Background: an optimization exercise with open tools, aiming at small area, a short achievable clock period and few clock cycles per item. Do not read the settings as production practice.
In this exercise RTL edits were held to simulation tests only and were not proved equivalent to the original.

--- design/flow/design.v ---
package wallace_pkg;
	typedef logic [16-1:0] operand_t;
	typedef logic [32-1:0] product_t;
	typedef logic [32-1:0] pp_row_t;
	typedef logic [$clog2(4 + 1)-1:0] credit_cnt_t;
endpackage
module pp_array (
	input  logic                  clk,
	input  logic                  rst_n,
	input  logic                  in_valid,
	input  wallace_pkg::operand_t a,
	input  wallace_pkg::operand_t b,
	input  logic                  move,
	output logic                  op_valid,
	output wallace_pkg::operand_t op_a,
	output wallace_pkg::operand_t op_b
);
	always_ff @(posedge clk or negedge rst_n) begin
		if (!rst_n) begin
			op_valid <= 1'b0;
		end else begin
			op_valid <= in_valid | (op_valid & ~move);
		end
	end
	always_ff @(posedge clk) begin
		if (in_valid) begin
			op_a <= a;
			op_b <= b;
		end
	end
endmodule
module csa_layer (
	input  logic [15:0] a,
	input  logic [15:0] b,
	output logic [31:0] row0,
	output logic [31:0] row1
);
	logic pp_0;
	logic pp_1;
	logic pp_2;
	logic pp_3;
	logic pp_4;
	logic pp_5;
	logic pp_6;
	logic pp_7;
	logic pp_8;
	logic pp_9;
	logic pp_10;
	logic pp_11;
	logic pp_12;
	logic pp_13;
	logic pp_14;
	logic pp_15;
	logic pp_16;
	logic pp_17;
	logic pp_18;
	logic pp_19;
	logic pp_20;
	logic pp_21;
	logic pp_22;
	logic pp_23;
	logic pp_24;
	logic pp_25;
	logic pp_26;
	logic pp_27;
	logic pp_28;
	logic pp_29;
	logic pp_30;
	logic pp_31;
	logic pp_32;
	logic pp_33;
	logic pp_34;
	logic pp_35;
	logic pp_36;
	logic pp_37;
	logic pp_38;
	logic pp_39;
	logic pp_40;
	logic pp_41;
	logic pp_42;
	logic pp_43;
	logic pp_44;
	logic pp_45;
	logic pp_46;
	logic pp_47;
	logic pp_48;
	logic pp_49;
	logic pp_50;
	logic pp_51;
	logic pp_52;
	logic pp_53;
	logic pp_54;
	logic pp_55;
	logic pp_56;
	logic pp_57;
	logic pp_58;
	logic pp_59;
	logic pp_60;
	logic pp_61;
	logic pp_62;
	logic pp_63;
	logic pp_64;
	logic pp_65;
	logic pp_66;
	logic pp_67;
	logic pp_68;
	logic pp_69;
	logic pp_70;
	logic pp_71;
	logic pp_72;
	logic pp_73;
	logic pp_74;
	logic pp_75;
	logic pp_76;
	logic pp_77;
	logic pp_78;
	logic pp_79;
	logic pp_80;
	logic pp_81;
	logic pp_82;
	logic pp_83;
	logic pp_84;
	logic pp_85;
	logic pp_86;
	logic pp_87;
	logic pp_88;
	logic pp_89;
	logic pp_90;
	logic pp_91;
	logic pp_92;
	logic pp_93;
	logic pp_94;
	logic pp_95;
	logic pp_96;
	logic pp_97;
	logic pp_98;
	logic pp_99;
	logic pp_100;
	logic pp_101;
	logic pp_102;
	logic pp_103;
	logic pp_104;
	logic pp_105;
	logic pp_106;
	logic pp_107;
	logic pp_108;
	logic pp_109;
	logic pp_110;
	logic pp_111;
	logic pp_112;
	logic pp_113;
	logic pp_114;
	logic pp_115;
	logic pp_116;
	logic pp_117;
	logic pp_118;
	logic pp_119;
	logic pp_120;
	logic pp_121;
	logic pp_122;
	logic pp_123;
	logic pp_124;
	logic pp_125;
	logic pp_126;
	logic pp_127;
	logic pp_128;
	logic pp_129;
	logic pp_130;
	logic pp_131;
	logic pp_132;
	logic pp_133;
	logic pp_134;
	logic pp_135;
	logic pp_136;
	logic pp_137;
	logic pp_138;
	logic pp_139;
	logic pp_140;
	logic pp_141;
	logic pp_142;
	logic pp_143;
	logic pp_144;
	logic pp_145;
	logic pp_146;
	logic pp_147;
	logic pp_148;
	logic pp_149;
	logic pp_150;
	logic pp_151;
	logic pp_152;
	logic pp_153;
	logic pp_154;
	logic pp_155;
	logic pp_156;
	logic pp_157;
	logic pp_158;
	logic pp_159;
	logic pp_160;
	logic pp_161;
	logic pp_162;
	logic pp_163;
	logic pp_164;
	logic pp_165;
	logic pp_166;
	logic pp_167;
	logic s1;
	logic c2;
	logic s3;
	logic c4;
	logic s5;
	logic c6;
	logic s7;
	logic c8;
	logic s9;
	logic c10;
	logic s11;
	logic c12;
	logic s13;
	logic c14;
	logic s15;
	logic c16;
	logic s17;
	logic c18;
	logic s19;
	logic c20;
	logic s21;
	logic c22;
	logic s23;
	logic c24;
	logic s25;
	logic c26;
	logic s27;
	logic c28;
	logic s29;
	logic c30;
	logic s31;
	logic c32;
	logic s33;
	logic c34;
	logic s35;
	logic c36;
	logic s37;
	logic c38;
	logic s39;
	logic c40;
	logic s41;
	logic c42;
	logic s43;
	logic c44;
	logic s45;
	logic c46;
	logic s47;
	logic c48;
	logic s49;
	logic c50;
	logic s51;
	logic c52;
	logic s53;
	logic c54;
	logic s55;
	logic c56;
	logic s57;
	logic c58;
	logic s59;
	logic c60;
	logic s61;
	logic c62;
	logic s63;
	logic c64;
	logic s65;
	logic c66;
	logic s67;
	logic c68;
	logic s69;
	logic c70;
	logic s71;
	logic c72;
	logic s73;
	logic c74;
	logic s75;
	logic c76;
	logic s77;
	logic c78;
	logic s79;
	logic c80;
	logic s81;
	logic c82;
	logic s83;
	logic c84;
	logic s85;
	logic c86;
	logic s87;
	logic c88;
	logic s89;
	logic c90;
	logic s91;
	logic c92;
	logic s93;
	logic c94;
	logic s95;
	logic c96;
	logic s97;
	logic c98;
	logic s99;
	logic c100;
	logic s101;
	logic c102;
	logic s103;
	logic c104;
	logic s105;
	logic c106;
	logic s107;
	logic c108;
	logic s109;
	logic c110;
	logic s111;
	logic c112;
	logic s113;
	logic c114;
	logic s115;
	logic c116;
	logic s117;
	logic c118;
	logic s119;
	logic c120;
	logic s121;
	logic c122;
	logic s123;
	logic c124;
	logic s125;
	logic c126;
	logic s127;
	logic c128;
	logic s129;
	logic c130;
	logic s131;
	logic c132;
	logic s133;
	logic c134;
	logic s135;
	logic c136;
	logic s137;
	logic c138;
	logic s139;
	logic c140;
	logic s141;
	logic c142;
	logic s143;
	logic c144;
	logic s145;
	logic c146;
	logic s147;
	logic c148;
	logic s149;
	logic c150;
	logic s151;
	logic c152;
	logic s153;
	logic c154;
	logic s155;
	logic c156;
	logic s157;
	logic c158;
	logic s159;
	logic c160;
	logic s161;
	logic c162;
	logic s163;
	logic c164;
	logic s165;
	logic c166;
	logic s167;
	logic c168;
	logic s169;
	logic c170;
	logic s171;
	logic c172;
	logic s173;
	logic c174;
	logic s175;
	logic c176;
	logic s177;
	logic c178;
	logic s179;
	logic c180;
	logic s181;
	logic c182;
	logic s183;
	logic c184;
	logic s185;
	logic c186;
	logic s187;
	logic c188;
	logic s189;
	logic c190;
	logic s191;
	logic c192;
	logic s193;
	logic c194;
	logic s195;
	logic c196;
	logic s197;
	logic c198;
	logic s199;
	logic c200;
	logic s201;
	logic c202;
	logic s203;
	logic c204;
	logic s205;
	logic c206;
	logic s207;
	logic c208;
	logic s209;
	logic c210;
	logic s211;
	logic c212;
	logic s213;
	logic c214;
	logic s215;
	logic c216;
	logic s217;
	logic c218;
	logic s219;
	logic c220;
	logic s221;
	logic c222;
	logic s223;
	logic c224;
	logic s225;
	logic c226;
	logic s227;
	logic c228;
	logic s229;
	logic c230;
	logic s231;
	logic c232;
	logic s233;
	logic c234;
	logic s235;
	logic c236;
	logic s237;
	logic c238;
	logic s239;
	logic c240;
	logic s241;
	logic c242;
	logic s243;
	logic c244;
	logic s245;
	logic c246;
	logic s247;
	logic c248;
	logic s249;
	logic c250;
	logic s251;
	logic c252;
	logic s253;
	logic c254;
	logic s255;
	logic c256;
	logic s257;
	logic c258;
	logic s259;
	logic c260;
	logic s261;
	logic c262;
	logic s263;
	logic c264;
	logic s265;
	logic c266;
	logic s267;
	logic c268;
	wire one_0 = b[0] ^ 1'b0;
	wire two_0 = (b[1] & ~b[0] & ~1'b0) | (~b[1] & b[0] & 1'b0);
	wire neg_0 = b[1];
	assign pp_0 = ((one_0 & a[0])) ^ neg_0;
	assign pp_1 = ((one_0 & a[1]) | (two_0 & a[0])) ^ neg_0;
	assign pp_2 = ((one_0 & a[2]) | (two_0 & a[1])) ^ neg_0;
	assign pp_3 = ((one_0 & a[3]) | (two_0 & a[2])) ^ neg_0;
	assign pp_4 = ((one_0 & a[4]) | (two_0 & a[3])) ^ neg_0;
	assign pp_5 = ((one_0 & a[5]) | (two_0 & a[4])) ^ neg_0;
	assign pp_6 = ((one_0 & a[6]) | (two_0 & a[5])) ^ neg_0;
	assign pp_7 = ((one_0 & a[7]) | (two_0 & a[6])) ^ neg_0;
	assign pp_8 = ((one_0 & a[8]) | (two_0 & a[7])) ^ neg_0;
	assign pp_9 = ((one_0 & a[9]) | (two_0 & a[8])) ^ neg_0;
	assign pp_10 = ((one_0 & a[10]) | (two_0 & a[9])) ^ neg_0;
	assign pp_11 = ((one_0 & a[11]) | (two_0 & a[10])) ^ neg_0;
	assign pp_12 = ((one_0 & a[12]) | (two_0 & a[11])) ^ neg_0;
	assign pp_13 = ((one_0 & a[13]) | (two_0 & a[12])) ^ neg_0;
	assign pp_14 = ((one_0 & a[14]) | (two_0 & a[13])) ^ neg_0;
	assign pp_15 = ((one_0 & a[15]) | (two_0 & a[14])) ^ neg_0;
	assign pp_16 = ((two_0 & a[15])) ^ neg_0;
	assign pp_17 = ~neg_0;
	assign pp_18 = neg_0;
	wire one_1 = b[2] ^ b[1];
	wire two_1 = (b[3] & ~b[2] & ~b[1]) | (~b[3] & b[2] & b[1]);
	wire neg_1 = b[3];
	assign pp_19 = ((one_1 & a[0])) ^ neg_1;
	assign pp_20 = ((one_1 & a[1]) | (two_1 & a[0])) ^ neg_1;
	assign pp_21 = ((one_1 & a[2]) | (two_1 & a[1])) ^ neg_1;
	assign pp_22 = ((one_1 & a[3]) | (two_1 & a[2])) ^ neg_1;
	assign pp_23 = ((one_1 & a[4]) | (two_1 & a[3])) ^ neg_1;
	assign pp_24 = ((one_1 & a[5]) | (two_1 & a[4])) ^ neg_1;
	assign pp_25 = ((one_1 & a[6]) | (two_1 & a[5])) ^ neg_1;
	assign pp_26 = ((one_1 & a[7]) | (two_1 & a[6])) ^ neg_1;
	assign pp_27 = ((one_1 & a[8]) | (two_1 & a[7])) ^ neg_1;
	assign pp_28 = ((one_1 & a[9]) | (two_1 & a[8])) ^ neg_1;
	assign pp_29 = ((one_1 & a[10]) | (two_1 & a[9])) ^ neg_1;
	assign pp_30 = ((one_1 & a[11]) | (two_1 & a[10])) ^ neg_1;
	assign pp_31 = ((one_1 & a[12]) | (two_1 & a[11])) ^ neg_1;
	assign pp_32 = ((one_1 & a[13]) | (two_1 & a[12])) ^ neg_1;
	assign pp_33 = ((one_1 & a[14]) | (two_1 & a[13])) ^ neg_1;
	assign pp_34 = ((one_1 & a[15]) | (two_1 & a[14])) ^ neg_1;
	assign pp_35 = ((two_1 & a[15])) ^ neg_1;
	assign pp_36 = ~neg_1;
	assign pp_37 = neg_1;
	wire one_2 = b[4] ^ b[3];
	wire two_2 = (b[5] & ~b[4] & ~b[3]) | (~b[5] & b[4] & b[3]);
	wire neg_2 = b[5];
	assign pp_38 = ((one_2 & a[0])) ^ neg_2;
	assign pp_39 = ((one_2 & a[1]) | (two_2 & a[0])) ^ neg_2;
	assign pp_40 = ((one_2 & a[2]) | (two_2 & a[1])) ^ neg_2;
	assign pp_41 = ((one_2 & a[3]) | (two_2 & a[2])) ^ neg_2;
	assign pp_42 = ((one_2 & a[4]) | (two_2 & a[3])) ^ neg_2;
	assign pp_43 = ((one_2 & a[5]) | (two_2 & a[4])) ^ neg_2;
	assign pp_44 = ((one_2 & a[6]) | (two_2 & a[5])) ^ neg_2;
	assign pp_45 = ((one_2 & a[7]) | (two_2 & a[6])) ^ neg_2;
	assign pp_46 = ((one_2 & a[8]) | (two_2 & a[7])) ^ neg_2;
	assign pp_47 = ((one_2 & a[9]) | (two_2 & a[8])) ^ neg_2;
	assign pp_48 = ((one_2 & a[10]) | (two_2 & a[9])) ^ neg_2;
	assign pp_49 = ((one_2 & a[11]) | (two_2 & a[10])) ^ neg_2;
	assign pp_50 = ((one_2 & a[12]) | (two_2 & a[11])) ^ neg_2;
	assign pp_51 = ((one_2 & a[13]) | (two_2 & a[12])) ^ neg_2;
	assign pp_52 = ((one_2 & a[14]) | (two_2 & a[13])) ^ neg_2;
	assign pp_53 = ((one_2 & a[15]) | (two_2 & a[14])) ^ neg_2;
	assign pp_54 = ((two_2 & a[15])) ^ neg_2;
	assign pp_55 = ~neg_2;
	assign pp_56 = neg_2;
	wire one_3 = b[6] ^ b[5];
	wire two_3 = (b[7] & ~b[6] & ~b[5]) | (~b[7] & b[6] & b[5]);
	wire neg_3 = b[7];
	assign pp_57 = ((one_3 & a[0])) ^ neg_3;
	assign pp_58 = ((one_3 & a[1]) | (two_3 & a[0])) ^ neg_3;
	assign pp_59 = ((one_3 & a[2]) | (two_3 & a[1])) ^ neg_3;
	assign pp_60 = ((one_3 & a[3]) | (two_3 & a[2])) ^ neg_3;
	assign pp_61 = ((one_3 & a[4]) | (two_3 & a[3])) ^ neg_3;
	assign pp_62 = ((one_3 & a[5]) | (two_3 & a[4])) ^ neg_3;
	assign pp_63 = ((one_3 & a[6]) | (two_3 & a[5])) ^ neg_3;
	assign pp_64 = ((one_3 & a[7]) | (two_3 & a[6])) ^ neg_3;
	assign pp_65 = ((one_3 & a[8]) | (two_3 & a[7])) ^ neg_3;
	assign pp_66 = ((one_3 & a[9]) | (two_3 & a[8])) ^ neg_3;
	assign pp_67 = ((one_3 & a[10]) | (two_3 & a[9])) ^ neg_3;
	assign pp_68 = ((one_3 & a[11]) | (two_3 & a[10])) ^ neg_3;
	assign pp_69 = ((one_3 & a[12]) | (two_3 & a[11])) ^ neg_3;
	assign pp_70 = ((one_3 & a[13]) | (two_3 & a[12])) ^ neg_3;
	assign pp_71 = ((one_3 & a[14]) | (two_3 & a[13])) ^ neg_3;
	assign pp_72 = ((one_3 & a[15]) | (two_3 & a[14])) ^ neg_3;
	assign pp_73 = ((two_3 & a[15])) ^ neg_3;
	assign pp_74 = ~neg_3;
	assign pp_75 = neg_3;
	wire one_4 = b[8] ^ b[7];
	wire two_4 = (b[9] & ~b[8] & ~b[7]) | (~b[9] & b[8] & b[7]);
	wire neg_4 = b[9];
	assign pp_76 = ((one_4 & a[0])) ^ neg_4;
	assign pp_77 = ((one_4 & a[1]) | (two_4 & a[0])) ^ neg_4;
	assign pp_78 = ((one_4 & a[2]) | (two_4 & a[1])) ^ neg_4;
	assign pp_79 = ((one_4 & a[3]) | (two_4 & a[2])) ^ neg_4;
	assign pp_80 = ((one_4 & a[4]) | (two_4 & a[3])) ^ neg_4;
	assign pp_81 = ((one_4 & a[5]) | (two_4 & a[4])) ^ neg_4;
	assign pp_82 = ((one_4 & a[6]) | (two_4 & a[5])) ^ neg_4;
	assign pp_83 = ((one_4 & a[7]) | (two_4 & a[6])) ^ neg_4;
	assign pp_84 = ((one_4 & a[8]) | (two_4 & a[7])) ^ neg_4;
	assign pp_85 = ((one_4 & a[9]) | (two_4 & a[8])) ^ neg_4;
	assign pp_86 = ((one_4 & a[10]) | (two_4 & a[9])) ^ neg_4;
	assign pp_87 = ((one_4 & a[11]) | (two_4 & a[10])) ^ neg_4;
	assign pp_88 = ((one_4 & a[12]) | (two_4 & a[11])) ^ neg_4;
	assign pp_89 = ((one_4 & a[13]) | (two_4 & a[12])) ^ neg_4;
	assign pp_90 = ((one_4 & a[14]) | (two_4 & a[13])) ^ neg_4;
	assign pp_91 = ((one_4 & a[15]) | (two_4 & a[14])) ^ neg_4;
	assign pp_92 = ((two_4 & a[15])) ^ neg_4;
	assign pp_93 = ~neg_4;
	assign pp_94 = neg_4;
	wire one_5 = b[10] ^ b[9];
	wire two_5 = (b[11] & ~b[10] & ~b[9]) | (~b[11] & b[10] & b[9]);
	wire neg_5 = b[11];
	assign pp_95 = ((one_5 & a[0])) ^ neg_5;
	assign pp_96 = ((one_5 & a[1]) | (two_5 & a[0])) ^ neg_5;
	assign pp_97 = ((one_5 & a[2]) | (two_5 & a[1])) ^ neg_5;
	assign pp_98 = ((one_5 & a[3]) | (two_5 & a[2])) ^ neg_5;
	assign pp_99 = ((one_5 & a[4]) | (two_5 & a[3])) ^ neg_5;
	assign pp_100 = ((one_5 & a[5]) | (two_5 & a[4])) ^ neg_5;
	assign pp_101 = ((one_5 & a[6]) | (two_5 & a[5])) ^ neg_5;
	assign pp_102 = ((one_5 & a[7]) | (two_5 & a[6])) ^ neg_5;
	assign pp_103 = ((one_5 & a[8]) | (two_5 & a[7])) ^ neg_5;
	assign pp_104 = ((one_5 & a[9]) | (two_5 & a[8])) ^ neg_5;
	assign pp_105 = ((one_5 & a[10]) | (two_5 & a[9])) ^ neg_5;
	assign pp_106 = ((one_5 & a[11]) | (two_5 & a[10])) ^ neg_5;
	assign pp_107 = ((one_5 & a[12]) | (two_5 & a[11])) ^ neg_5;
	assign pp_108 = ((one_5 & a[13]) | (two_5 & a[12])) ^ neg_5;
	assign pp_109 = ((one_5 & a[14]) | (two_5 & a[13])) ^ neg_5;
	assign pp_110 = ((one_5 & a[15]) | (two_5 & a[14])) ^ neg_5;
	assign pp_111 = ((two_5 & a[15])) ^ neg_5;
	assign pp_112 = ~neg_5;
	assign pp_113 = neg_5;
	wire one_6 = b[12] ^ b[11];
	wire two_6 = (b[13] & ~b[12] & ~b[11]) | (~b[13] & b[12] & b[11]);
	wire neg_6 = b[13];
	assign pp_114 = ((one_6 & a[0])) ^ neg_6;
	assign pp_115 = ((one_6 & a[1]) | (two_6 & a[0])) ^ neg_6;
	assign pp_116 = ((one_6 & a[2]) | (two_6 & a[1])) ^ neg_6;
	assign pp_117 = ((one_6 & a[3]) | (two_6 & a[2])) ^ neg_6;
	assign pp_118 = ((one_6 & a[4]) | (two_6 & a[3])) ^ neg_6;
	assign pp_119 = ((one_6 & a[5]) | (two_6 & a[4])) ^ neg_6;
	assign pp_120 = ((one_6 & a[6]) | (two_6 & a[5])) ^ neg_6;
	assign pp_121 = ((one_6 & a[7]) | (two_6 & a[6])) ^ neg_6;
	assign pp_122 = ((one_6 & a[8]) | (two_6 & a[7])) ^ neg_6;
	assign pp_123 = ((one_6 & a[9]) | (two_6 & a[8])) ^ neg_6;
	assign pp_124 = ((one_6 & a[10]) | (two_6 & a[9])) ^ neg_6;
	assign pp_125 = ((one_6 & a[11]) | (two_6 & a[10])) ^ neg_6;
	assign pp_126 = ((one_6 & a[12]) | (two_6 & a[11])) ^ neg_6;
	assign pp_127 = ((one_6 & a[13]) | (two_6 & a[12])) ^ neg_6;
	assign pp_128 = ((one_6 & a[14]) | (two_6 & a[13])) ^ neg_6;
	assign pp_129 = ((one_6 & a[15]) | (two_6 & a[14])) ^ neg_6;
	assign pp_130 = ((two_6 & a[15])) ^ neg_6;
	assign pp_131 = ~neg_6;
	assign pp_132 = neg_6;
	wire one_7 = b[14] ^ b[13];
	wire two_7 = (b[15] & ~b[14] & ~b[13]) | (~b[15] & b[14] & b[13]);
	wire neg_7 = b[15];
	assign pp_133 = ((one_7 & a[0])) ^ neg_7;
	assign pp_134 = ((one_7 & a[1]) | (two_7 & a[0])) ^ neg_7;
	assign pp_135 = ((one_7 & a[2]) | (two_7 & a[1])) ^ neg_7;
	assign pp_136 = ((one_7 & a[3]) | (two_7 & a[2])) ^ neg_7;
	assign pp_137 = ((one_7 & a[4]) | (two_7 & a[3])) ^ neg_7;
	assign pp_138 = ((one_7 & a[5]) | (two_7 & a[4])) ^ neg_7;
	assign pp_139 = ((one_7 & a[6]) | (two_7 & a[5])) ^ neg_7;
	assign pp_140 = ((one_7 & a[7]) | (two_7 & a[6])) ^ neg_7;
	assign pp_141 = ((one_7 & a[8]) | (two_7 & a[7])) ^ neg_7;
	assign pp_142 = ((one_7 & a[9]) | (two_7 & a[8])) ^ neg_7;
	assign pp_143 = ((one_7 & a[10]) | (two_7 & a[9])) ^ neg_7;
	assign pp_144 = ((one_7 & a[11]) | (two_7 & a[10])) ^ neg_7;
	assign pp_145 = ((one_7 & a[12]) | (two_7 & a[11])) ^ neg_7;
	assign pp_146 = ((one_7 & a[13]) | (two_7 & a[12])) ^ neg_7;
	assign pp_147 = ((one_7 & a[14]) | (two_7 & a[13])) ^ neg_7;
	assign pp_148 = ((one_7 & a[15]) | (two_7 & a[14])) ^ neg_7;
	assign pp_149 = ((two_7 & a[15])) ^ neg_7;
	assign pp_150 = ~neg_7;
	assign pp_151 = neg_7;
	assign pp_152 = a[0] & b[15];
	assign pp_153 = a[1] & b[15];
	assign pp_154 = a[2] & b[15];
	assign pp_155 = a[3] & b[15];
	assign pp_156 = a[4] & b[15];
	assign pp_157 = a[5] & b[15];
	assign pp_158 = a[6] & b[15];
	assign pp_159 = a[7] & b[15];
	assign pp_160 = a[8] & b[15];
	assign pp_161 = a[9] & b[15];
	assign pp_162 = a[10] & b[15];
	assign pp_163 = a[11] & b[15];
	assign pp_164 = a[12] & b[15];
	assign pp_165 = a[13] & b[15];
	assign pp_166 = a[14] & b[15];
	assign pp_167 = a[15] & b[15];
	assign s1 = pp_37 ^ pp_2 ^ pp_19;
	assign c2 = (pp_37 & pp_2) | (pp_37 & pp_19) | (pp_2 & pp_19);
	assign s3 = pp_3 ^ pp_20 ^ c2;
	assign c4 = (pp_3 & pp_20) | (pp_3 & c2) | (pp_20 & c2);
	assign s5 = pp_56 ^ pp_4 ^ pp_21;
	assign c6 = (pp_56 & pp_4) | (pp_56 & pp_21) | (pp_4 & pp_21);
	assign s7 = pp_38 ^ s5 ^ c4;
	assign c8 = (pp_38 & s5) | (pp_38 & c4) | (s5 & c4);
	assign s9 = pp_5 ^ pp_22 ^ pp_39;
	assign c10 = (pp_5 & pp_22) | (pp_5 & pp_39) | (pp_22 & pp_39);
	assign s11 = c6 ^ s9 ^ c8;
	assign c12 = (c6 & s9) | (c6 & c8) | (s9 & c8);
	assign s13 = pp_75 ^ pp_6 ^ pp_23;
	assign c14 = (pp_75 & pp_6) | (pp_75 & pp_23) | (pp_6 & pp_23);
	assign s15 = pp_40 ^ pp_57 ^ c10;
	assign c16 = (pp_40 & pp_57) | (pp_40 & c10) | (pp_57 & c10);
	assign s17 = s13 ^ s15 ^ c12;
	assign c18 = (s13 & s15) | (s13 & c12) | (s15 & c12);
	assign s19 = pp_7 ^ pp_24 ^ pp_41;
	assign c20 = (pp_7 & pp_24) | (pp_7 & pp_41) | (pp_24 & pp_41);
	assign s21 = pp_58 ^ c14 ^ s19;
	assign c22 = (pp_58 & c14) | (pp_58 & s19) | (c14 & s19);
	assign s23 = c16 ^ s21 ^ c18;
	assign c24 = (c16 & s21) | (c16 & c18) | (s21 & c18);
	assign s25 = pp_94 ^ pp_8 ^ pp_25;
	assign c26 = (pp_94 & pp_8) | (pp_94 & pp_25) | (pp_8 & pp_25);
	assign s27 = pp_42 ^ pp_59 ^ pp_76;
	assign c28 = (pp_42 & pp_59) | (pp_42 & pp_76) | (pp_59 & pp_76);
	assign s29 = c20 ^ s25 ^ s27;
	assign c30 = (c20 & s25) | (c20 & s27) | (s25 & s27);
	assign s31 = c22 ^ s29 ^ c24;
	assign c32 = (c22 & s29) | (c22 & c24) | (s29 & c24);
	assign s33 = pp_9 ^ pp_26 ^ pp_43;
	assign c34 = (pp_9 & pp_26) | (pp_9 & pp_43) | (pp_26 & pp_43);
	assign s35 = pp_60 ^ pp_77 ^ c26;
	assign c36 = (pp_60 & pp_77) | (pp_60 & c26) | (pp_77 & c26);
	assign s37 = c28 ^ s33 ^ c30;
	assign c38 = (c28 & s33) | (c28 & c30) | (s33 & c30);
	assign s39 = s35 ^ s37 ^ c32;
	assign c40 = (s35 & s37) | (s35 & c32) | (s37 & c32);
	assign s41 = pp_113 ^ pp_10 ^ pp_27;
	assign c42 = (pp_113 & pp_10) | (pp_113 & pp_27) | (pp_10 & pp_27);
	assign s43 = pp_44 ^ pp_61 ^ pp_78;
	assign c44 = (pp_44 & pp_61) | (pp_44 & pp_78) | (pp_61 & pp_78);
	assign s45 = pp_95 ^ c34 ^ s41;
	assign c46 = (pp_95 & c34) | (pp_95 & s41) | (c34 & s41);
	assign s47 = s43 ^ c36 ^ s45;
	assign c48 = (s43 & c36) | (s43 & s45) | (c36 & s45);
	assign s49 = c38 ^ s47 ^ c40;
	assign c50 = (c38 & s47) | (c38 & c40) | (s47 & c40);
	assign s51 = pp_11 ^ pp_28 ^ pp_45;
	assign c52 = (pp_11 & pp_28) | (pp_11 & pp_45) | (pp_28 & pp_45);
	assign s53 = pp_62 ^ pp_79 ^ pp_96;
	assign c54 = (pp_62 & pp_79) | (pp_62 & pp_96) | (pp_79 & pp_96);
	assign s55 = c42 ^ c44 ^ s51;
	assign c56 = (c42 & c44) | (c42 & s51) | (c44 & s51);
	assign s57 = s53 ^ c46 ^ s55;
	assign c58 = (s53 & c46) | (s53 & s55) | (c46 & s55);
	assign s59 = c48 ^ s57 ^ c50;
	assign c60 = (c48 & s57) | (c48 & c50) | (s57 & c50);
	assign s61 = pp_132 ^ pp_12 ^ pp_29;
	assign c62 = (pp_132 & pp_12) | (pp_132 & pp_29) | (pp_12 & pp_29);
	assign s63 = pp_46 ^ pp_63 ^ pp_80;
	assign c64 = (pp_46 & pp_63) | (pp_46 & pp_80) | (pp_63 & pp_80);
	assign s65 = pp_97 ^ pp_114 ^ c52;
	assign c66 = (pp_97 & pp_114) | (pp_97 & c52) | (pp_114 & c52);
	assign s67 = c54 ^ s61 ^ s63;
	assign c68 = (c54 & s61) | (c54 & s63) | (s61 & s63);
	assign s69 = c56 ^ s65 ^ s67;
	assign c70 = (c56 & s65) | (c56 & s67) | (s65 & s67);
	assign s71 = c58 ^ s69 ^ c60;
	assign c72 = (c58 & s69) | (c58 & c60) | (s69 & c60);
	assign s73 = pp_13 ^ pp_30 ^ pp_47;
	assign c74 = (pp_13 & pp_30) | (pp_13 & pp_47) | (pp_30 & pp_47);
	assign s75 = pp_64 ^ pp_81 ^ pp_98;
	assign c76 = (pp_64 & pp_81) | (pp_64 & pp_98) | (pp_81 & pp_98);
	assign s77 = pp_115 ^ c62 ^ c64;
	assign c78 = (pp_115 & c62) | (pp_115 & c64) | (c62 & c64);
	assign s79 = s73 ^ s75 ^ c66;
	assign c80 = (s73 & s75) | (s73 & c66) | (s75 & c66);
	assign s81 = c68 ^ s77 ^ s79;
	assign c82 = (c68 & s77) | (c68 & s79) | (s77 & s79);
	assign s83 = c70 ^ s81 ^ c72;
	assign c84 = (c70 & s81) | (c70 & c72) | (s81 & c72);
	assign s85 = pp_151 ^ pp_14 ^ pp_31;
	assign c86 = (pp_151 & pp_14) | (pp_151 & pp_31) | (pp_14 & pp_31);
	assign s87 = pp_48 ^ pp_65 ^ pp_82;
	assign c88 = (pp_48 & pp_65) | (pp_48 & pp_82) | (pp_65 & pp_82);
	assign s89 = pp_99 ^ pp_116 ^ pp_133;
	assign c90 = (pp_99 & pp_116) | (pp_99 & pp_133) | (pp_116 & pp_133);
	assign s91 = c74 ^ c76 ^ s85;
	assign c92 = (c74 & c76) | (c74 & s85) | (c76 & s85);
	assign s93 = s87 ^ s89 ^ c78;
	assign c94 = (s87 & s89) | (s87 & c78) | (s89 & c78);
	assign s95 = s91 ^ c80 ^ s93;
	assign c96 = (s91 & c80) | (s91 & s93) | (c80 & s93);
	assign s97 = c82 ^ s95 ^ c84;
	assign c98 = (c82 & s95) | (c82 & c84) | (s95 & c84);
	assign s99 = pp_15 ^ pp_32 ^ pp_49;
	assign c100 = (pp_15 & pp_32) | (pp_15 & pp_49) | (pp_32 & pp_49);
	assign s101 = pp_66 ^ pp_83 ^ pp_100;
	assign c102 = (pp_66 & pp_83) | (pp_66 & pp_100) | (pp_83 & pp_100);
	assign s103 = pp_117 ^ pp_134 ^ c86;
	assign c104 = (pp_117 & pp_134) | (pp_117 & c86) | (pp_134 & c86);
	assign s105 = c88 ^ c90 ^ s99;
	assign c106 = (c88 & c90) | (c88 & s99) | (c90 & s99);
	assign s107 = s101 ^ c92 ^ s103;
	assign c108 = (s101 & c92) | (s101 & s103) | (c92 & s103);
	assign s109 = s105 ^ c94 ^ s107;
	assign c110 = (s105 & c94) | (s105 & s107) | (c94 & s107);
	assign s111 = c96 ^ s109 ^ c98;
	assign c112 = (c96 & s109) | (c96 & c98) | (s109 & c98);
	assign s113 = pp_152 ^ pp_16 ^ pp_33;
	assign c114 = (pp_152 & pp_16) | (pp_152 & pp_33) | (pp_16 & pp_33);
	assign s115 = pp_50 ^ pp_67 ^ pp_84;
	assign c116 = (pp_50 & pp_67) | (pp_50 & pp_84) | (pp_67 & pp_84);
	assign s117 = pp_101 ^ pp_118 ^ pp_135;
	assign c118 = (pp_101 & pp_118) | (pp_101 & pp_135) | (pp_118 & pp_135);
	assign s119 = c100 ^ c102 ^ s113;
	assign c120 = (c100 & c102) | (c100 & s113) | (c102 & s113);
	assign s121 = s115 ^ s117 ^ c104;
	assign c122 = (s115 & s117) | (s115 & c104) | (s117 & c104);
	assign s123 = c106 ^ s119 ^ c108;
	assign c124 = (c106 & s119) | (c106 & c108) | (s119 & c108);
	assign s125 = s121 ^ c110 ^ s123;
	assign c126 = (s121 & c110) | (s121 & s123) | (c110 & s123);
	assign s127 = 1'b1 ^ pp_17 ^ pp_153;
	assign c128 = (1'b1 & pp_17) | (1'b1 & pp_153) | (pp_17 & pp_153);
	assign s129 = pp_34 ^ pp_51 ^ pp_68;
	assign c130 = (pp_34 & pp_51) | (pp_34 & pp_68) | (pp_51 & pp_68);
	assign s131 = pp_85 ^ pp_102 ^ pp_119;
	assign c132 = (pp_85 & pp_102) | (pp_85 & pp_119) | (pp_102 & pp_119);
	assign s133 = pp_136 ^ s127 ^ c114;
	assign c134 = (pp_136 & s127) | (pp_136 & c114) | (s127 & c114);
	assign s135 = c116 ^ c118 ^ s129;
	assign c136 = (c116 & c118) | (c116 & s129) | (c118 & s129);
	assign s137 = s131 ^ c120 ^ s133;
	assign c138 = (s131 & c120) | (s131 & s133) | (c120 & s133);
	assign s139 = s135 ^ c122 ^ s137;
	assign c140 = (s135 & c122) | (s135 & s137) | (c122 & s137);
	assign s141 = c124 ^ s139 ^ c126;
	assign c142 = (c124 & s139) | (c124 & c126) | (s139 & c126);
	assign s143 = 1'b1 ^ pp_154 ^ pp_35;
	assign c144 = (1'b1 & pp_154) | (1'b1 & pp_35) | (pp_154 & pp_35);
	assign s145 = pp_52 ^ pp_69 ^ pp_86;
	assign c146 = (pp_52 & pp_69) | (pp_52 & pp_86) | (pp_69 & pp_86);
	assign s147 = pp_103 ^ pp_120 ^ pp_137;
	assign c148 = (pp_103 & pp_120) | (pp_103 & pp_137) | (pp_120 & pp_137);
	assign s149 = c128 ^ c130 ^ c132;
	assign c150 = (c128 & c130) | (c128 & c132) | (c130 & c132);
	assign s151 = s143 ^ s145 ^ s147;
	assign c152 = (s143 & s145) | (s143 & s147) | (s145 & s147);
	assign s153 = c134 ^ c136 ^ s149;
	assign c154 = (c134 & c136) | (c134 & s149) | (c136 & s149);
	assign s155 = s151 ^ c138 ^ s153;
	assign c156 = (s151 & c138) | (s151 & s153) | (c138 & s153);
	assign s157 = c140 ^ s155 ^ c142;
	assign c158 = (c140 & s155) | (c140 & c142) | (s155 & c142);
	assign s159 = pp_36 ^ pp_155 ^ pp_53;
	assign c160 = (pp_36 & pp_155) | (pp_36 & pp_53) | (pp_155 & pp_53);
	assign s161 = pp_70 ^ pp_87 ^ pp_104;
	assign c162 = (pp_70 & pp_87) | (pp_70 & pp_104) | (pp_87 & pp_104);
	assign s163 = pp_121 ^ pp_138 ^ c144;
	assign c164 = (pp_121 & pp_138) | (pp_121 & c144) | (pp_138 & c144);
	assign s165 = c146 ^ c148 ^ s159;
	assign c166 = (c146 & c148) | (c146 & s159) | (c148 & s159);
	assign s167 = s161 ^ c150 ^ c152;
	assign c168 = (s161 & c150) | (s161 & c152) | (c150 & c152);
	assign s169 = s163 ^ s165 ^ c154;
	assign c170 = (s163 & s165) | (s163 & c154) | (s165 & c154);
	assign s171 = s167 ^ c156 ^ s169;
	assign c172 = (s167 & c156) | (s167 & s169) | (c156 & s169);
	assign s173 = 1'b1 ^ pp_156 ^ pp_54;
	assign c174 = (1'b1 & pp_156) | (1'b1 & pp_54) | (pp_156 & pp_54);
	assign s175 = pp_71 ^ pp_88 ^ pp_105;
	assign c176 = (pp_71 & pp_88) | (pp_71 & pp_105) | (pp_88 & pp_105);
	assign s177 = pp_122 ^ pp_139 ^ c160;
	assign c178 = (pp_122 & pp_139) | (pp_122 & c160) | (pp_139 & c160);
	assign s179 = c162 ^ s173 ^ s175;
	assign c180 = (c162 & s173) | (c162 & s175) | (s173 & s175);
	assign s181 = c164 ^ c166 ^ s177;
	assign c182 = (c164 & c166) | (c164 & s177) | (c166 & s177);
	assign s183 = s179 ^ c168 ^ s181;
	assign c184 = (s179 & c168) | (s179 & s181) | (c168 & s181);
	assign s185 = c170 ^ s183 ^ c172;
	assign c186 = (c170 & s183) | (c170 & c172) | (s183 & c172);
	assign s187 = pp_55 ^ pp_157 ^ pp_72;
	assign c188 = (pp_55 & pp_157) | (pp_55 & pp_72) | (pp_157 & pp_72);
	assign s189 = pp_89 ^ pp_106 ^ pp_123;
	assign c190 = (pp_89 & pp_106) | (pp_89 & pp_123) | (pp_106 & pp_123);
	assign s191 = pp_140 ^ c174 ^ c176;
	assign c192 = (pp_140 & c174) | (pp_140 & c176) | (c174 & c176);
	assign s193 = s187 ^ s189 ^ c178;
	assign c194 = (s187 & s189) | (s187 & c178) | (s189 & c178);
	assign s195 = c180 ^ s191 ^ c182;
	assign c196 = (c180 & s191) | (c180 & c182) | (s191 & c182);
	assign s197 = s193 ^ c184 ^ s195;
	assign c198 = (s193 & c184) | (s193 & s195) | (c184 & s195);
	assign s199 = 1'b1 ^ pp_158 ^ pp_73;
	assign c200 = (1'b1 & pp_158) | (1'b1 & pp_73) | (pp_158 & pp_73);
	assign s201 = pp_90 ^ pp_107 ^ pp_124;
	assign c202 = (pp_90 & pp_107) | (pp_90 & pp_124) | (pp_107 & pp_124);
	assign s203 = pp_141 ^ c188 ^ c190;
	assign c204 = (pp_141 & c188) | (pp_141 & c190) | (c188 & c190);
	assign s205 = s199 ^ s201 ^ c192;
	assign c206 = (s199 & s201) | (s199 & c192) | (s201 & c192);
	assign s207 = s203 ^ c194 ^ s205;
	assign c208 = (s203 & c194) | (s203 & s205) | (c194 & s205);
	assign s209 = c196 ^ s207 ^ c198;
	assign c210 = (c196 & s207) | (c196 & c198) | (s207 & c198);
	assign s211 = pp_74 ^ pp_159 ^ pp_91;
	assign c212 = (pp_74 & pp_159) | (pp_74 & pp_91) | (pp_159 & pp_91);
	assign s213 = pp_108 ^ pp_125 ^ pp_142;
	assign c214 = (pp_108 & pp_125) | (pp_108 & pp_142) | (pp_125 & pp_142);
	assign s215 = c200 ^ c202 ^ s211;
	assign c216 = (c200 & c202) | (c200 & s211) | (c202 & s211);
	assign s217 = s213 ^ c204 ^ s215;
	assign c218 = (s213 & c204) | (s213 & s215) | (c204 & s215);
	assign s219 = c206 ^ s217 ^ c208;
	assign c220 = (c206 & s217) | (c206 & c208) | (s217 & c208);
	assign s221 = 1'b1 ^ pp_160 ^ pp_92;
	assign c222 = (1'b1 & pp_160) | (1'b1 & pp_92) | (pp_160 & pp_92);
	assign s223 = pp_109 ^ pp_126 ^ pp_143;
	assign c224 = (pp_109 & pp_126) | (pp_109 & pp_143) | (pp_126 & pp_143);
	assign s225 = c212 ^ c214 ^ s221;
	assign c226 = (c212 & c214) | (c212 & s221) | (c214 & s221);
	assign s227 = s223 ^ c216 ^ s225;
	assign c228 = (s223 & c216) | (s223 & s225) | (c216 & s225);
	assign s229 = c218 ^ s227 ^ c220;
	assign c230 = (c218 & s227) | (c218 & c220) | (s227 & c220);
	assign s231 = pp_93 ^ pp_161 ^ pp_110;
	assign c232 = (pp_93 & pp_161) | (pp_93 & pp_110) | (pp_161 & pp_110);
	assign s233 = pp_127 ^ pp_144 ^ c222;
	assign c234 = (pp_127 & pp_144) | (pp_127 & c222) | (pp_144 & c222);
	assign s235 = c224 ^ s231 ^ c226;
	assign c236 = (c224 & s231) | (c224 & c226) | (s231 & c226);
	assign s237 = s233 ^ c228 ^ s235;
	assign c238 = (s233 & c228) | (s233 & s235) | (c228 & s235);
	assign s239 = 1'b1 ^ pp_162 ^ pp_111;
	assign c240 = (1'b1 & pp_162) | (1'b1 & pp_111) | (pp_162 & pp_111);
	assign s241 = pp_128 ^ pp_145 ^ c232;
	assign c242 = (pp_128 & pp_145) | (pp_128 & c232) | (pp_145 & c232);
	assign s243 = s239 ^ c234 ^ s241;
	assign c244 = (s239 & c234) | (s239 & s241) | (c234 & s241);
	assign s245 = c236 ^ s243 ^ c238;
	assign c246 = (c236 & s243) | (c236 & c238) | (s243 & c238);
	assign s247 = pp_112 ^ pp_163 ^ pp_129;
	assign c248 = (pp_112 & pp_163) | (pp_112 & pp_129) | (pp_163 & pp_129);
	assign s249 = pp_146 ^ c240 ^ s247;
	assign c250 = (pp_146 & c240) | (pp_146 & s247) | (c240 & s247);
	assign s251 = c242 ^ s249 ^ c244;
	assign c252 = (c242 & s249) | (c242 & c244) | (s249 & c244);
	assign s253 = 1'b1 ^ pp_164 ^ pp_130;
	assign c254 = (1'b1 & pp_164) | (1'b1 & pp_130) | (pp_164 & pp_130);
	assign s255 = pp_147 ^ c248 ^ s253;
	assign c256 = (pp_147 & c248) | (pp_147 & s253) | (c248 & s253);
	assign s257 = c250 ^ s255 ^ c252;
	assign c258 = (c250 & s255) | (c250 & c252) | (s255 & c252);
	assign s259 = pp_131 ^ pp_165 ^ pp_148;
	assign c260 = (pp_131 & pp_165) | (pp_131 & pp_148) | (pp_165 & pp_148);
	assign s261 = c254 ^ s259 ^ c256;
	assign c262 = (c254 & s259) | (c254 & c256) | (s259 & c256);
	assign s263 = 1'b1 ^ pp_166 ^ pp_149;
	assign c264 = (1'b1 & pp_166) | (1'b1 & pp_149) | (pp_166 & pp_149);
	assign s265 = c260 ^ s263 ^ c262;
	assign c266 = (c260 & s263) | (c260 & c262) | (s263 & c262);
	assign s267 = pp_150 ^ pp_167 ^ c264;
	assign c268 = (pp_150 & pp_167) | (pp_150 & c264) | (pp_167 & c264);
	assign row0 = {s267, s265, s261, s257, s251, s245, s237, s229, s219, s209, s197, s185, s171, s157, s141, s125, s111, s97, s83, s71, s59, s49, s39, s31, s23, s17, s11, s7, s3, s1, pp_1, pp_18};
	assign row1 = {c266, 1'b0, c258, 1'b0, c246, 1'b0, c230, 1'b0, c210, 1'b0, c186, 1'b0, c158, 1'b0, 1'b0, c112, 1'b0, 1'b0, 1'b0, 1'b0, 1'b0, 1'b0, 1'b0, 1'b0, 1'b0, 1'b0, 1'b0, 1'b0, 1'b0, 1'b0, 1'b0, pp_0};
endmodule
module final_adder (
	input  logic [1:0][31:0] in_rows,
	output wallace_pkg::product_t product
);
	assign product = in_rows[0] + in_rows[1];
endmodule
module result_buffer (
	input  logic                  clk,
	input  logic                  rst_n,
	input  logic                  op_valid,
	input  wallace_pkg::product_t push_data,
	input  logic                  out_credit,
	output logic                  move,
	output logic                  out_valid,
	output wallace_pkg::product_t product,
	output logic                  in_credit
);
	localparam int DEPTH = 4 - 1;
	wallace_pkg::product_t mem [DEPTH];
	logic [1:0] wr_ptr;
	logic [1:0] rd_ptr;
	logic [1:0] count;
	logic [1:0] out_cnt;
	logic pop;
	assign pop = (count != 2'd0) && (out_cnt != 2'd0);
	assign move = op_valid && !((count == 2'(DEPTH)) && !pop);
	assign out_valid = pop;
	assign in_credit = pop;
	assign product = mem[rd_ptr];
	always_ff @(posedge clk) begin
		if (move) begin
			mem[wr_ptr] <= push_data;
		end
	end
	always_ff @(posedge clk or negedge rst_n) begin
		if (!rst_n) begin
			wr_ptr <= '0;
			rd_ptr <= '0;
			count <= '0;
			out_cnt <= 2'(2);
		end else begin
			if (move) begin
				wr_ptr <= (wr_ptr == 2'(DEPTH - 1)) ? '0 : wr_ptr + 1'b1;
			end
			if (pop) begin
				rd_ptr <= (rd_ptr == 2'(DEPTH - 1)) ? '0 : rd_ptr + 1'b1;
			end
			count <= count + 2'(move) - 2'(pop);
			out_cnt <= out_cnt + 2'(out_credit) - 2'(pop);
		end
	end
endmodule
module wallace_mult (
	input  logic                  clk,
	input  logic                  rst_n,
	input  logic                  in_valid,
	input  wallace_pkg::operand_t a,
	input  wallace_pkg::operand_t b,
	output logic                  in_credit,
	output logic                  out_valid,
	output wallace_pkg::product_t product,
	input  logic                  out_credit
);
	logic op_valid;
	logic move;
	wallace_pkg::operand_t op_a;
	wallace_pkg::operand_t op_b;
	logic [1:0][31:0] rows;
	wallace_pkg::product_t sum_product;
	pp_array u_pp_array (
		.clk      (clk),
		.rst_n    (rst_n),
		.in_valid (in_valid),
		.a        (a),
		.b        (b),
		.move     (move),
		.op_valid (op_valid),
		.op_a     (op_a),
		.op_b     (op_b)
	);
	csa_layer u_csa (
		.a    (op_a),
		.b    (op_b),
		.row0 (rows[0]),
		.row1 (rows[1])
	);
	final_adder u_final_adder (
		.in_rows (rows),
		.product (sum_product)
	);
	result_buffer u_result_buffer (
		.clk        (clk),
		.rst_n      (rst_n),
		.op_valid   (op_valid),
		.push_data  (sum_product),
		.out_credit (out_credit),
		.move       (move),
		.out_valid  (out_valid),
		.product    (product),
		.in_credit  (in_credit)
	);
endmodule
--- design/flow/run.sh ---
#!/bin/bash
# synth_recipe.tcl (not shown) runs the flow's synth.tcl, then flattens the netlist and writes it again
# the make line also repeats each setting of config.mk as NAME=value (left out here)
make -C /OpenROAD-flow-scripts/flow DESIGN_CONFIG=/design/flow/config.mk WORK_HOME=/design/flow/orfs CLKGATE_MAP_FILE= SYNTH_SCRIPT=/design/flow/synth_recipe.tcl finish
--- design/flow/config.mk ---
export PLATFORM = sky130hd
export DESIGN_NAME = wallace_mult
export DESIGN_NICKNAME = wallace_mult
export VERILOG_FILES = /design/flow/design.v
export SDC_FILE = /design/flow/constraint.sdc
export NUM_CORES = 4
export LEC_CHECK = 0
export CAP_MARGIN = 20
export CORE_MARGIN = 2
export CORE_UTILIZATION = 40
export SLEW_MARGIN = 20
--- design/flow/constraint.sdc ---
create_clock -name core_clock -period 4.0 [get_ports {clk}]
set_input_delay 0.8000 -clock core_clock [delete_from_list [all_inputs] [get_ports {clk}]]
set_output_delay 0.8000 -clock core_clock [all_outputs]
set_load 0.01 [all_outputs]
==> results.sh <==
export IMPL_area_growth_pct=28.7
export IMPL_grt_pass1_wl_um=63900
export IMPL_numPortBuffers=69
export IMPL_critical_path_class="reg -> reg"
export IMPL_cts_buffer_depth=2
export IMPL_dp_hpwl_um=30200
export IMPL_arrival_ns=7.41
export IMPL_rsz0062_at_grt="true"
export IMPL_htreeDepth=4
export IMPL_ys_warn_count=2
export IMPL_place_area_um2=16500
export IMPL_endpoint="u_result_buffer.mem[0][24]"
export IMPL_die_y_um=189
export IMPL_slew_violations=0
export IMPL_hold_class="reg -> reg"
export IMPL_antenna_left=0
export IMPL_cp_end_kind="flop"
export IMPL_r2r_end="u_result_buffer.mem[0][24]"
export IMPL_std_cell_rows=67
export IMPL_first_pass_iters=5
export IMPL_totalWireLength_um=40400
export IMPL_r2r_start="u_pp_array.op_b[1]"
export IMPL_synthFlopType="edfxtp_1"
export IMPL_initialDrtViolationCount=978
export IMPL_synth_area_um2=13800
export IMPL_finish_instance_area_um2=17700
export IMPL_layout_worst_path_cycle_share_pct=179
export IMPL_ios=70
export IMPL_synth_cell_type_count=64
export IMPL_synth_edf_count=128
export IMPL_track_usage_pct=22.8
export IMPL_vias_per_cell=5.41
export IMPL_n_antenna_cell=0
export IMPL_ys_ff_latch=137
export IMPL_initial_utilization_pct=40.8
export IMPL_cts_buffers_inserted=17
export IMPL_fin_cells=2249
export IMPL_crit_top_cell="fa_2"
export IMPL_grt_max_degree=67
export IMPL_postSynthCellCount=1580
export IMPL_slowest_stage="fa_1"
export IMPL_nNetsFinal=1969
export IMPL_root_buffer="clkbuf_16"
export IMPL_hold_violations=0
export IMPL_cap_violations=0
export IMPL_first_global_vias=11800
export IMPL_hold_slack_ns=0.509
export IMPL_worstSkewPairLatency_ns=0.45
export IMPL_relSlewSlack_pct=34.9
export IMPL_design_core_area_um2=33700
export IMPL_final_util_pct=52.6
export IMPL_worstPathRequired_ns=4.25
export IMPL_clk_pin_slew_ns=0.07
export IMPL_antenna_found_initial=0
export IMPL_status="finished with violations"
export IMPL_setup_worst_path_start_class="flop"
export IMPL_violations="negative setup slack"
export IMPL_critPathLaunch="u_pp_array.op_b[1]"
export IMPL_worstRegToRegCells=31
export IMPL_die_w_um=189
export IMPL_detail_route_wl_per_cell_um=18.0
export IMPL_cts_hold_buf=0
export IMPL_nFillCells=3109
export IMPL_cts_tree="yes"
export IMPL_fin_ws_ns=-3.15
export IMPL_r2r_slack_ns=-3.15
export IMPL_fin_skew_ns=0.0142
export IMPL_drt_drc_violations_left=0
export IMPL_vias=12200
export IMPL_ys_seq_area_share_pct=29.6
export IMPL_gp_congestion=0.919
export IMPL_synthArstFlopShare_pct=6.57
export IMPL_die_area_um2=35900
export IMPL_syn_num_nets=1761
export IMPL_layout_drive_gt1_share_pct=22.4
export IMPL_worst_path_max_fanout=4
export IMPL_synth_avg_cell_area_um2=8.71
export IMPL_tightest_slew_ns=0.976
export IMPL_fmax_mhz=140
export IMPL_fin_crit_ns=7.15
export IMPL_slowest_delay_ns=0.54
export IMPL_numClockSinks=137
export IMPL_setup_viol=69
export IMPL_dp_cells=2196
export IMPL_grt_overflow=0
## routing by layer
| layer | wire [µm] | part of all wire [%] | GRT usage (%) |
|---|---|---|---|
| met1 | 18300 | 45 | 31.5 |
| met2 | 18400 | 46 | 36.2 |
| met3 | 2600 | 6.4 | 4.23 |
| met4 | 1080 | 2.7 | 7.87 |
| met5 | 0 | 0 | 0 |
## cell type report
type,instances,area [µm²],share of cell area (%)
Sequential cell,137,4070,23.0
Multi-Input combinational cell,1128,9010,50.9
Inverter,158,593,3.35
Clock buffer,17,425,2.40
Clock inverter,15,184,1.04
Tap cell,448,561,3.16
Timing Repair Buffer,346,2860,16.2
## worst min-delay path by stage
stage | slack [ns] | from | end | cells past startpoint
6_report | 0.51 | u_result_buffer.out_cnt[1] | u_result_buffer.out_cnt[1] | 1
2_1_floorplan | 0.48 | u_result_buffer.out_cnt[1] | u_result_buffer.out_cnt[1] | 1
3_5_place_dp | 0.50 | u_result_buffer.out_cnt[1] | u_result_buffer.out_cnt[1] | 1
3_3_place_gp | 0.49 | u_result_buffer.out_cnt[1] | u_result_buffer.out_cnt[1] | 1
5_1_grt | 0.52 | u_result_buffer.out_cnt[1] | u_result_buffer.out_cnt[1] | 1
4_1_cts | 0.51 | u_result_buffer.out_cnt[1] | u_result_buffer.out_cnt[1] | 1
## through the flow
stage	worst slack [ns]	TNS, ns
floorplan	-3.29	-174.45
global placement	-3.13	-168.62
detailed placement	-3.19	-173.51
CTS	-3.15	-168.03
global route	-3.46	-185.07
finish	-3.15	-169.00
## worst max-delay path, delay by kind of cell, from the launching register on
kind | cells | cell delay (ns)
fa+ha+maj | 13 | 4.24
compound gates | 5 | 0.76
buf+inv | 9 | 0.67
simple gates | 3 | 0.58
flops | 1 | 0.48
xor+xnor | 1 | 0.22
## sequential cells by signal (all words and copies together) (netlist names)
name / flops
u_pp_array.op_a: 16
u_result_buffer.wr_ptr: 2
u_pp_array.op_valid: 1
u_result_buffer.out_cnt: 2
u_result_buffer.rd_ptr: 2
u_result_buffer.count: 2
u_pp_array.op_b: 16
u_result_buffer.mem: 96
## kinds of logic after synthesis
kind of cell / after synthesis / share of synthesized area, %
adders and majority gates: 165 / 21.4
xor gates and xnor gates: 55 / 3.50
AOI/OAI and AO/OA: 442 / 20.2
buffers and inverters: 315 / 8.79
muxes: 35 / 2.56
DFF: 137 / 29.6
and+or+nand+nor: 431 / 14.0
## timing repair
| item | 4_1_cts | 5_1_grt |
|---|---|---|
| setup buffers | 13 | 12 |
| resized for setup | 57 | 45 |
| pin swaps | 26 | 20 |
| endpoints found under the setup margin | 72 | 75 |
## cells in the mapped netlist, types with 30 or more instances
master	n	area (µm²)
fa_1	124	2480
a22oi_1	69	518
edfxtp_1	128	3840
o22ai_1	36	225
inv_1	158	593
nor2_1	93	349
clkbuf_1	128	480
a221oi_1	30	263
nand2_1	228	856
mux2i_1	34	340
o21ai_0	111	556
a21oi_1	129	646
## placed cells by master, fill, tap and decap left out, types with 5 or more instances in the layout
cell type        count
a211oi_1             8
a21oi_1            127
a221oi_1            28
a22oi_1             67
and2_1              15
buf_4              259
buf_6               14
clkbuf_16           17
clkdlybuf4s50_1     68
dfrtp_1              6
edfxtp_1           128
fa_1               111
fa_2                13
ha_1                20
inv_1              151
inv_2                7
maj3_1              20
mux2i_1             34
nand2_1            226
nand2b_1             8
nand3_1             12
nand4b_1             5
nor2_1              88
nor2b_1             13
nor3_1              11
o211ai_1             6
o21ai_0            104
o221ai_1             7
o22ai_1             36
o31ai_1              5
xnor2_1             24
xor2_1              17
xor2_2              10
Testbench counts, summed over its fixed seeds: cycles 3,216, items 3,200.

[afterwards: timing with drivers on the ports]
How much do the figures lean on ideal ports? The routed layout below was timed once more, with nothing changed but the port constraints. Step 1: set_driving_cell puts a clkbuf_16 on clk and a buf_2 on each other input, an assumption about the parent block. Step 2 times the ports against the registers' clock, not the clock port: input delays grow and output delays shrink by t, the midpoint of the rising clock arrivals with the driver on. Slacks: ideal / step 1 / step 2; pairs: ideal / step 1.
t, ns: 0.490
slack for setup (ns): -3.153 / -3.153 / -3.153
latest minus earliest clock arrival (ns): 0.014 / 0.014
slew at the worst register clock pin (ns): 0.07 / 0.07
pins driven straight from the clock port: 1
For this run, drivers alone change the setup slack by 0.000 ns; drivers and shift together by 0.000 ns.
